What follows belongs to an exercise in optimizing a design on an open flow for small area; a production flow would make more cautious choices.
No functional check of the RTL was part of any run shown here.
No activity file was given, so power comes from the tool's default toggle rates.

==> flow/design.v <==
module writeback_regfile #(
    parameter int unsigned DATA_WIDTH          = 32,
    parameter int unsigned ADDRESS_WIDTH       = 32,
    parameter int unsigned REG_FILE_ADDR_WIDTH = 5
) (
    input  logic                           clk,
    input  logic                           rst,
    input  logic                           regwritew,
    input  logic [2:0]                     resultsrcw,
    input  logic [DATA_WIDTH-1:0]          aluresultw,
    input  logic [DATA_WIDTH-1:0]          readdataw,
    input  logic [REG_FILE_ADDR_WIDTH-1:0] rdw,
    input  logic [DATA_WIDTH-1:0]          pcplus4w,
    input  logic [DATA_WIDTH-1:0]          immextw,
    input  logic [ADDRESS_WIDTH-1:0]       pctargetw,
    input  logic [REG_FILE_ADDR_WIDTH-1:0] rs1d,
    input  logic [REG_FILE_ADDR_WIDTH-1:0] rs2d,
    output logic [DATA_WIDTH-1:0]          rd1d,
    output logic [DATA_WIDTH-1:0]          rd2d,
    output logic [DATA_WIDTH-1:0]          resultw,
    output logic [DATA_WIDTH-1:0]          a0,
    output logic [31:0]                    retirecount
);
    localparam int unsigned NREG = 32;
    logic [NREG-1:1][DATA_WIDTH-1:0] regs_q;
    logic [31:0]                     retirecount_q;
    logic [DATA_WIDTH-1:0]           pctarget_ext;
    logic [DATA_WIDTH-1:0]           wdata;
    logic                            wr_en;
    logic                            byp1, byp2;
    logic [NREG-1:1]                 sel1, sel2;
    logic [4:0]                      rsel;
    if (ADDRESS_WIDTH >= DATA_WIDTH) begin : g_pct_trunc
        assign pctarget_ext = pctargetw[DATA_WIDTH-1:0];
    end else begin : g_pct_zext
        assign pctarget_ext = {{(DATA_WIDTH - ADDRESS_WIDTH){1'b0}}, pctargetw};
    end
    assign wr_en = regwritew && (rdw != '0);
    always_comb begin
        for (int k = 0; k < 5; k++) rsel[k] = (resultsrcw == 3'(k));
    end
    for (genvar b = 0; b < DATA_WIDTH; b++) begin : g_res
        logic ya, yb;
        wbr_aoi222 u_a (.a1(rsel[0]), .a2(aluresultw[b]),
                        .b1(rsel[1]), .b2(readdataw[b]),
                        .c1(rsel[2]), .c2(pcplus4w[b]), .y(ya));
        wbr_aoi22  u_b (.a1(rsel[3]), .a2(immextw[b]),
                        .b1(rsel[4]), .b2(pctarget_ext[b]), .y(yb));
        wbr_nand2  u_r (.a(ya), .b(yb), .y(resultw[b]));
        wbr_aoi21  u_w (.a1(ya), .a2(yb), .b(rst), .y(wdata[b]));
    end
    for (genvar i = 1; i < NREG; i++) begin : g_reg
        always_ff @(posedge clk) begin
            if (rst || (regwritew && (rdw == REG_FILE_ADDR_WIDTH'(i)))) begin
                regs_q[i] <= wdata;
            end
        end
    end
    always_ff @(posedge clk) begin
        if (rst) begin
            retirecount_q <= '0;
        end else if (wr_en) begin
            retirecount_q <= retirecount_q + 32'd1;
        end
    end
    assign byp1 = wr_en && (rs1d == rdw);
    assign byp2 = wr_en && (rs2d == rdw);
    always_comb begin
        for (int i = 1; i < NREG; i++) begin
            sel1[i] = !byp1 && (rs1d == REG_FILE_ADDR_WIDTH'(i));
            sel2[i] = !byp2 && (rs2d == REG_FILE_ADDR_WIDTH'(i));
        end
    end
    for (genvar b = 0; b < DATA_WIDTH; b++) begin : g_rd
        logic [NREG-1:1] col;
        for (genvar i = 1; i < NREG; i++) begin : g_col
            assign col[i] = regs_q[i][b];
        end
        wbr_read32 u_p1 (.sel(sel1), .d(col), .bsel(byp1), .bd(resultw[b]), .y(rd1d[b]));
        wbr_read32 u_p2 (.sel(sel2), .d(col), .bsel(byp2), .bd(resultw[b]), .y(rd2d[b]));
    end
    assign a0          = regs_q[10];
    assign retirecount = retirecount_q;
endmodule
module wbr_read32 (
    input  logic [31:1] sel,
    input  logic [31:1] d,
    input  logic        bsel,
    input  logic        bd,
    output logic        y
);
    logic [10:0] n;
    logic [2:0]  m;
    for (genvar k = 0; k < 10; k++) begin : g_a
        wbr_aoi222 u (.a1(sel[3*k+1]), .a2(d[3*k+1]),
                      .b1(sel[3*k+2]), .b2(d[3*k+2]),
                      .c1(sel[3*k+3]), .c2(d[3*k+3]), .y(n[k]));
    end
    wbr_aoi22 u_l (.a1(sel[31]), .a2(d[31]), .b1(bsel), .b2(bd), .y(n[10]));
    wbr_nand4 u_m0 (.a(n[0]), .b(n[1]), .c(n[2]),  .d(n[3]), .y(m[0]));
    wbr_nand4 u_m1 (.a(n[4]), .b(n[5]), .c(n[6]),  .d(n[7]), .y(m[1]));
    wbr_nand3 u_m2 (.a(n[8]), .b(n[9]), .c(n[10]), .y(m[2]));
    wbr_or3   u_o  (.a(m[0]), .b(m[1]), .c(m[2]), .y(y));
endmodule
module wbr_aoi222 (input logic a1, a2, b1, b2, c1, c2, output logic y);
    assign y = !((a1 && a2) || (b1 && b2) || (c1 && c2));
endmodule
module wbr_aoi22 (input logic a1, a2, b1, b2, output logic y);
    assign y = !((a1 && a2) || (b1 && b2));
endmodule
module wbr_aoi21 (input logic a1, a2, b, output logic y);
    assign y = !((a1 && a2) || b);
endmodule
module wbr_nand2 (input logic a, b, output logic y);
    assign y = !(a && b);
endmodule
module wbr_nand3 (input logic a, b, c, output logic y);
    assign y = !(a && b && c);
endmodule
module wbr_nand4 (input logic a, b, c, d, output logic y);
    assign y = !(a && b && c && d);
endmodule
module wbr_or3 (input logic a, b, c, output logic y);
    assign y = a || b || c;
endmodule
==> flow/run.sh <==
#!/bin/bash
# synth_recipe.tcl (not shown) runs the flow's synth.tcl, then flattens the netlist and writes it again
# the make line also repeats each setting of config.mk as NAME=value (left out here)
make -C /OpenROAD-flow-scripts/flow DESIGN_CONFIG=/design/flow/config.mk WORK_HOME=/design/flow/orfs CLKGATE_MAP_FILE= SYNTH_SCRIPT=/design/flow/synth_recipe.tcl finish
==> flow/config.mk <==
export PLATFORM = sky130hd
export DESIGN_NAME = writeback_regfile
export DESIGN_NICKNAME = writeback_regfile
export VERILOG_FILES = /design/flow/design.v
export SDC_FILE = /design/flow/constraint.sdc
export NUM_CORES = 4
export LEC_CHECK = 0
export CAP_MARGIN = 20
export CORE_MARGIN = 2
export CORE_UTILIZATION = 40
export SLEW_MARGIN = 20
export SYNTH_HIERARCHICAL = 1
==> flow/constraint.sdc <==
create_clock -name core_clock -period 7.0 [get_ports {clk}]
set_input_delay 1.4000 -clock core_clock [delete_from_list [all_inputs] [get_ports {clk}]]
set_output_delay 1.4000 -clock core_clock [all_outputs]
set_load 0.01 [all_outputs]
==> results.json, run 1 <==
{
  "hold_path.class": "reg2reg",
  "startpoint_type": "input port",
  "cp-end-kind": "output pin",
  "cts_tree": "built",
  "layout_commonest_cell": "edfxtp_1",
  "ios": 341,
  "synth_edf_count": 992,
  "numPortBuffers": 340,
  "clock-sinks": 1024,
  "rsz0062_at_grt": "false",
  "cp_cell_sequence": "clkdlybuf4s50_1 -> or3_1 -> o21ai_4 -> nor3_4 -> buf_12 -> buf_4 -> nor4b_4 -> buf_4 -> a222oi_1 -> nand4_1 -> or3_1 -> clkdlybuf4s50_1",
  "slew_violations": 0,
  "tightest_slew_ps": 1296,
  "dr.pass1.iters": 14,
  "grt_max_degree": 46,
  "powerDensity_nw_per_um2": 277.4,
  "so.violations": "setup timing",
  "cp.arrival_ps": 5630,
  "worst-path-max-fanout": 17,
  "cts_root_buf": "clkbuf_16",
  "cts-htree-levels": 3,
  "ys_seq_elements": 1024,
  "wl_um": 182900,
  "required_ps": 5600,
  "die_w_um": 330.7,
  "path_clk_slew_ps": 60,
  "setup_ws_ps": -26.92,
  "clock_latency_ps": 670,
  "cpPeakStageDelay_ps": 960,
  "gp_congestion": 0.9405,
  "post-place-ws_ps": 9.510,
  "period_share_pct": 100.4,
  "cpMaxStageDelayCell": "nor4b_4",
  "antenna_found_initial": 7,
  "avgSynthCellArea_um2": 17.12,
  "synth_top_flop_cell": "edfxtp_1",
  "hold_viol_final": 0,
  "cts_buffer_depth": 3,
  "track_usage_pct": 32.53,
  "finClkSkew_ps": 6.195,
  "row_count": 119,
  "drv_cap": 0,
  "mostFrequentLayoutCells": "992 x edfxtp_1, 672 x a222oi_1, 339 x clkdlybuf4s50_1",
  "p_total_w": 0.01485,
  "synth_cell_types": 50,
  "syn-instance-count": 2495,
  "die-area_um2": 109400,
  "path_class": "in2out",
  "coreArea_um2": 105600,
  "hpwl_um": 120300,
  "peakVddDrop_v": 0.0002429,
  "max_slew_margin_pct": 13.48,
  "vias": 34800,
  "drc": 0,
  "cpLargestDelayFamily": "simple AND/OR/NAND/NOR gates",
  "die_y_um": 330.7,
  "grt_overflow": 0,
  "ys.warnings.count": 7,
  "grt_pass1_wl_um": 250300,
  "stdcell_count": 4564,
  "wl_per_cell_um": 40.06,
  "async_flop_share_pct": 0,
  "place_inst": 4368,
  "leakagePower_nw": 17.06,
  "fmax_mhz": 142.3,
  "initial_core_util_pct": 40.45,
  "syn_to_final_growth_pct": 25.31,
  "grt_pass1_vias": 33330,
  "status": "complete, but fails checks",
  "syn-cell-area_um2": 42700,
  "numCtsBuffers": 105,
  "period_needed_ps": 7027,
  "viasPerCell": 7.625,
  "ant_nets": 0,
  "synth-seq-area-share_pct": 71.26,
  "finalSetupViolCount": 4,
  "drt_iter0_drc": 8224,
  "nNetsFinal": 3269,
  "worst-path-buf-inv": 5,
  "hold_buffers": 0,
  "layout-drive-gt1-share_pct": 18.64
}
==> modules after synthesis (local to each module, per instance), excerpt <==
module | times used | cell area (um2) | flip-flops and latches
wbr_aoi222 | 672 | 10.01 | 0
wbr_nand3 | 64 | 5.005 | 0
wbr_aoi22 | 96 | 12.51 | 0
wbr_or3 | 64 | 6.256 | 0
wbr_nand4 | 128 | 6.256 | 0
wbr_aoi21 | 32 | 8.758 | 0
writeback_regfile | 1 | 32850 | 1024
wbr_nand2 | 32 | 3.754 | 0
==> registers in the layout, indices dropped and copies added, names as in the netlist <==
signal,count
regs_q,992
retirecount_q,32
==> synth_stat cells, types with 22 or more instances <==
cell        n  share of area, %
a21oi_1    22              0.26
a21oi_2    32              0.66
a222oi_1  672                16
a22oi_2    96               2.8
buf_4      33              0.58
dfxtp_1    32               1.5
edfxtp_1  992                70
nand2_1    68              0.60
nand3_1    80              0.94
nand4_1   139               2.0
nor2_1     44              0.39
o21ai_0    30              0.35
or3_1      76               1.1
==> metrics by stage <==
step / hold slack (ps) / utilization (%) / TNS [ps] / area, um2
floorplan: 495.9 / - / 0 / 42710
global placement: 492.7 / 47.32 / 0 / 49950
detailed placement: 500.8 / 47.38 / 0 / 50020
CTS: 514.2 / 50.59 / 0 / 53410
global route: 536.0 / 50.68 / 0 / 53500
finish: 517.8 / 50.69 / -65.91 / 53510
==> per-layer routing <==
metal / track usage (%) / up-vias / wire (um)
met2: 47.29 / 3463 / 77860
met4: 16.24 / 8 / 10500
met5: 0.6957 / - / 92
li1: - / 13350 / -
met3: 11.22 / 627 / 29720
met1: 43.30 / 17350 / 64680
==> worst register-to-register path, stage by stage, from the launching register on <==
cell       delay [ps]
dfxtp_1           510
ha_1              280
and3_1            220
o2111ai_2         390
or4_1             620
a21oi_1           170
==> area by class of cell <==
cell class / count / area, um2
Multi-Input combinational cell: 1400 / 12600
Clock inverter: 61 / 650.6
Inverter: 5 / 18.77
Clock buffer: 129 / 2739
Timing Repair Buffer: 551 / 5328
Fill cell: 8649 / 52050
Tap cell: 1391 / 1740
Antenna cell: 3 / 7.507
Sequential cell: 1024 / 30430
==> power breakdown <==
| group | internal (W) | switching (W) | total (W) |
|---|---|---|---|
| clock network | 0.00319 | 0.00240 | 0.00559 |
| registers | 0.00736 | 0.000311 | 0.00768 |
| logic | 0.000564 | 0.00102 | 0.00158 |
| total | 0.0111 | 0.00373 | 0.0148 |
==> what timing repair did <==
item                       in CTS  in global routing
setup endpoints to repair       1                 49
pin swaps                       1                  5
gates resized for setup         0                  8
hold endpoints to repair        0                  0
setup buffers                   0                  3
==> logic make-up after synthesis <==
| kind of cell | count (synthesis) | share of synthesized area [%] |
|---|---|---|
| flip-flops | 1024 | 71.26 |
| XOR/XNOR | 17 | 0.3487 |
| AO/OA/AOI/OAI | 881 | 20.42 |
| multiplexers | 3 | 0.07618 |
| AND/OR/NAND/NOR | 498 | 6.845 |
| adder cells (fa/ha/maj) | 1 | 0.02930 |
| buffers and inverters | 71 | 1.020 |
==> final timing paths <==
path	end	cells past startpoint	start	slack, ps
max	rd1d[24]	12	rdw[1]	-30
min	retirecount_q[30]$_SDFFE_PP0P_	2	retirecount_q[30]$_SDFFE_PP0P_	520
max reg2reg	retirecount_q[26]$_SDFFE_PP0P_	5	retirecount_q[0]$_SDFFE_PP0P_	4730
min reg2reg	retirecount_q[30]$_SDFFE_PP0P_	2	retirecount_q[30]$_SDFFE_PP0P_	520
==> inputs of run 2 (changes only) <==
==> flow/design.v (replaced) <==
module writeback_regfile #(
    parameter int unsigned DATA_WIDTH          = 32,
    parameter int unsigned ADDRESS_WIDTH       = 32,
    parameter int unsigned REG_FILE_ADDR_WIDTH = 5
) (
    input  logic                           clk,
    input  logic                           rst,
    input  logic                           regwritew,
    input  logic [2:0]                     resultsrcw,
    input  logic [DATA_WIDTH-1:0]          aluresultw,
    input  logic [DATA_WIDTH-1:0]          readdataw,
    input  logic [REG_FILE_ADDR_WIDTH-1:0] rdw,
    input  logic [DATA_WIDTH-1:0]          pcplus4w,
    input  logic [DATA_WIDTH-1:0]          immextw,
    input  logic [ADDRESS_WIDTH-1:0]       pctargetw,
    input  logic [REG_FILE_ADDR_WIDTH-1:0] rs1d,
    input  logic [REG_FILE_ADDR_WIDTH-1:0] rs2d,
    output logic [DATA_WIDTH-1:0]          rd1d,
    output logic [DATA_WIDTH-1:0]          rd2d,
    output logic [DATA_WIDTH-1:0]          resultw,
    output logic [DATA_WIDTH-1:0]          a0,
    output logic [31:0]                    retirecount
);
    localparam int unsigned DEPTH = 2 ** REG_FILE_ADDR_WIDTH;
    logic [DATA_WIDTH-1:0] regs_q [DEPTH];
    logic [31:0]           retirecount_q;
    logic [31:0]           retirecount_d;
    logic [DATA_WIDTH-1:0] pctarget_ext;
    logic                  wr_en;
    if (ADDRESS_WIDTH >= DATA_WIDTH) begin : g_pct_trunc
        assign pctarget_ext = pctargetw[DATA_WIDTH-1:0];
    end else begin : g_pct_zext
        assign pctarget_ext = {{(DATA_WIDTH - ADDRESS_WIDTH){1'b0}}, pctargetw};
    end
    assign wr_en = regwritew && (rdw != '0);
    always_comb begin
        resultw = '0;
        case (resultsrcw)
            3'b000:  resultw = aluresultw;
            3'b001:  resultw = readdataw;
            3'b010:  resultw = pcplus4w;
            3'b011:  resultw = immextw;
            3'b100:  resultw = pctarget_ext;
            default: resultw = '0;
        endcase
    end
    always_comb begin
        retirecount_d = retirecount_q;
        if (wr_en) begin
            retirecount_d = retirecount_q + 32'd1;
        end
    end
    always_ff @(posedge clk) begin
        if (rst) begin
            for (int i = 0; i < DEPTH; i++) begin
                regs_q[i] <= '0;
            end
            retirecount_q <= '0;
        end else begin
            if (wr_en) begin
                regs_q[rdw] <= resultw;
            end
            retirecount_q <= retirecount_d;
        end
    end
    always_comb begin
        rd1d = regs_q[rs1d];
        rd2d = regs_q[rs2d];
        if (wr_en && (rs1d == rdw)) begin
            rd1d = resultw;
        end
        if (wr_en && (rs2d == rdw)) begin
            rd2d = resultw;
        end
    end
    assign a0          = regs_q[REG_FILE_ADDR_WIDTH'(10)];
    assign retirecount = retirecount_q;
endmodule
--- a/flow/config.mk
+++ b/flow/config.mk
@@ -10,3 +10,2 @@
 export CORE_UTILIZATION = 40
 export SLEW_MARGIN = 20
-export SYNTH_HIERARCHICAL = 1
==> run 2 against run 1 <==
Net effect: global-route usage decreased by 4.5 points; the run now finishes clean; largest power group unchanged; register-to-register slack got worse by 160 ps; die area increased by 33%; maximum frequency increased by 8.5%.
==> results.json, run 2 <==
{
  "status": "finished clean",
  "cts_tree": "built",
  "fmax_mhz": 154.4,
  "cp-end-kind": "output pin",
  "syn_to_final_growth_pct": 15.75,
  "postCtsSetupRepairBufs": 0,
  "gp_congestion": 0.9535,
  "drc": 0,
  "hold_viol_final": 0,
  "coreArea_um2": 141400,
  "cpMaxStageDelayCell": "clkdlybuf4s50_1",
  "numPortBuffers": 340,
  "wl_um": 209700,
  "worst-path-max-fanout": 32,
  "period_share_pct": 92.53,
  "mostFrequentLayoutCells": "1089 x mux2i_1, 1024 x edfxtp_1, 1012 x nor2_1",
  "synth_top_area_cell": "edfxtp_1",
  "place_inst": 6849,
  "grt_overflow": 0,
  "synth_common_cells": "1089 x mux2i_1, 1024 x edfxtp_1, 1017 x nor2_1",
  "viasPerCell": 6.075,
  "die-area_um2": 145400,
  "drv_cap": 0,
  "setup_ws_ps": 523.2,
  "cts_root_buf": "clkbuf_16",
  "synth_cell_types": 47,
  "cts_buffer_depth": 3,
  "async_flop_share_pct": 0,
  "synth_top_flop_cell": "edfxtp_1",
  "largest_reg_flops": 1024,
  "cp_cell_sequence": "clkdlybuf4s50_1 -> nor2b_4 -> buf_4 -> a22oi_1 -> a21oi_1 -> or4_1 -> mux2i_1 -> clkdlybuf4s50_1",
  "synth_area_leaders": "edfxtp_1 54%, mux2i_1 19%, a22oi_1 7.6%",
  "startpoint_type": "input port",
  "synth_edf_count": 1024,
  "grt_pass1_wl_um": 298500,
  "powerDensity_nw_per_um2": 237.1,
  "layout-drive-gt1-share_pct": 8.962,
  "cts-htree-levels": 3,
  "peakVddDrop_v": 0.0002135,
  "post-route-util_pct": 46.60,
  "hold_buffers": 0,
  "hold_end": "retirecount_q[31]$_SDFFE_PP0P_",
  "ant_nets": 0,
  "nNetsFinal": 5256,
  "avgSynthCellArea_um2": 11.60,
  "ys_seq_elements": 1056,
  "tightest_slew_ps": 1117,
  "finalSetupViolCount": 0,
  "ios": 341,
  "clock-sinks": 1056,
  "row_count": 138,
  "initial_core_util_pct": 40.26,
  "syn-cell-area_um2": 56930,
  "clock_latency_ps": 740,
  "grt_max_degree": 82,
  "numCtsBuffers": 113,
  "wl_per_cell_um": 29.72,
  "final.setup.tns_ps": 0,
  "stdcell_count": 7058,
  "die_w_um": 381.3,
  "min_from": "retirecount_q[31]$_SDFFE_PP0P_",
  "ff2ff_path_depth": 6,
  "track_usage_pct": 28.03,
  "rsz0062_at_grt": "false",
  "cpPeakStageDelay_ps": 880,
  "die_y_um": 381.3,
  "synth-seq-area-share_pct": 55.14,
  "syn-instance-count": 4907,
  "antenna_found_initial": 8,
  "post-place-ws_ps": 592.9,
  "reg2reg_from": "retirecount_q[0]$_SDFFE_PP0P_",
  "layout_commonest_cell": "mux2i_1",
  "cts_resized": 0,
  "worst_hold_path.num_cells": 2,
  "slew_violations": 0,
  "vias": 42880,
  "finClkSkew_ps": 24.69,
  "synth_top_area_share_pct": 54.01,
  "largestRegisters": "regs_q: 1024 flops, retirecount_q: 32 flops",
  "path_class": "in2out",
  "max_slew_margin_pct": 25.36,
  "required_ps": 5600,
  "hold_path.class": "reg2reg",
  "dr.pass1.iters": 6,
  "ys.warnings.count": 1,
  "grt_pass1_vias": 42570,
  "period_needed_ps": 6477,
  "cp.arrival_ps": 5080,
  "drt_iter0_drc": 4507,
  "synth_most_common_cell": "mux2i_1",
  "timing.rr.end": "retirecount_q[20]$_SDFFE_PP0P_",
  "leakagePower_nw": 24.90,
  "rrSetupSlack_ps": 4570,
  "crit_top_cell": "clkdlybuf4s50_1",
  "hpwl_um": 139200,
  "path_clk_slew_ps": 60,
  "hold-worst-slack_ps": 510.6,
  "regMostFlops": "regs_q"
}
## run 2: cells by family (layout without fill, tap and decap cells)
logic type	after synthesis	in the layout	share of synthesized area, %
AND/OR/NAND/NOR	1249	1249	9.314
multiplexers	1121	1121	19.80
flip-flops	1056	1056	55.14
AO/OA/AOI/OAI	893	893	10.65
buffers and inverters	559	787	4.648
XOR/XNOR	27	27	0.4154
adder cells (fa/ha/maj)	1	1	0.02197
other	1	34	0.006587
## run 2: worst max path at each step
stage / start / endpoint / slack [ps] / cells after the start
floorplan: rs2d[3] / rd2d[14] / 2570 / 8
global placement: rs1d[3] / rd1d[28] / 250 / 7
detailed placement: rs1d[3] / rd1d[28] / 590 / 8
CTS: rs1d[3] / rd1d[28] / 580 / 8
global route: rs1d[2] / rd1d[22] / 390 / 9
finish: rs1d[3] / rd1d[28] / 520 / 8
## run 2: critical path: cells and delay by family
family | cells | cell delay [ps]
buffers and inverters | 3 | 1870
AND/OR/NAND/NOR | 2 | 910
multiplexers | 1 | 470
AO/OA/AOI/OAI | 2 | 390
## run 2: area by class of cell
class                           instances  area, um2
Clock buffer                          141       3060
Antenna cell                            2      5.005
Multi-Input combinational cell       3323      23240
Fill cell                           12770      75520
Inverter                               38      142.6
Tap cell                             1890       2365
Timing Repair Buffer                  542       5270
Sequential cell                      1056      31390
Clock inverter                         66      420.4
## run 2: report_power, final
group | total, W | leakage [nW] | switching, W | internal, W
Combinational | 0.00236 | 13.2 | 0.00149 | 0.000868
Clock | 0.00581 | 1.71 | 0.00256 | 0.00325
Sequential | 0.00745 | 10.0 | 0.000186 | 0.00727
## run 2: metrics by stage
step / instance area [um2] / power, W
2_1_floorplan: 57050 / 0.008828
3_3_place_gp: 62320 / 0.009865
3_5_place_dp: 62400 / 0.009897
4_1_cts: 65880 / 0.01564
5_1_grt: 65890 / 0.01604
6_report: 65900 / 0.01562
## run 2: routing by layer
metal  vias to the layer above  GRT usage (%)  share of wire (%)
met5                         -              0              0.011
met4                         4          17.74                7.3
met3                       540          3.757                7.0
met2                      2179          45.17                 47
met1                     21600          35.60                 39
li1                      18550              -                  -

==> port drivers added, routing unchanged <==
The flow's constraints put no driver on any port. The routed layouts listed below were extracted and timed again, unchanged, in two steps.
Step 1 (the two cells are an assumption about what drives the block):
set clk [get_ports {clk}]
set_driving_cell -lib_cell sky130_fd_sc_hd__clkbuf_16 $clk
set_driving_cell -lib_cell sky130_fd_sc_hd__buf_2 [delete_from_list [all_inputs] $clk]
Step 2 adds t to the input delays and takes it off the output delays; t is the mean of the earliest and latest rising clock arrival at the registers after step 1. Input paths then give back, and output paths get back, about the clock's delay inside the block.
Slacks: ideal / step 1 / step 2; pairs: ideal / step 1.
run	t (ns)	slack for setup (ns)	worst setup path after step 2	pins driven straight from the clock port
run 1	0.768	-0.027 / -0.051 / -0.051	input to output	1
run 2	0.799	0.523 / 0.470 / 0.470	input to output	1
For run 2, which loses most, drivers alone change the setup slack by -0.053 ns; drivers and shift together by -0.053 ns.
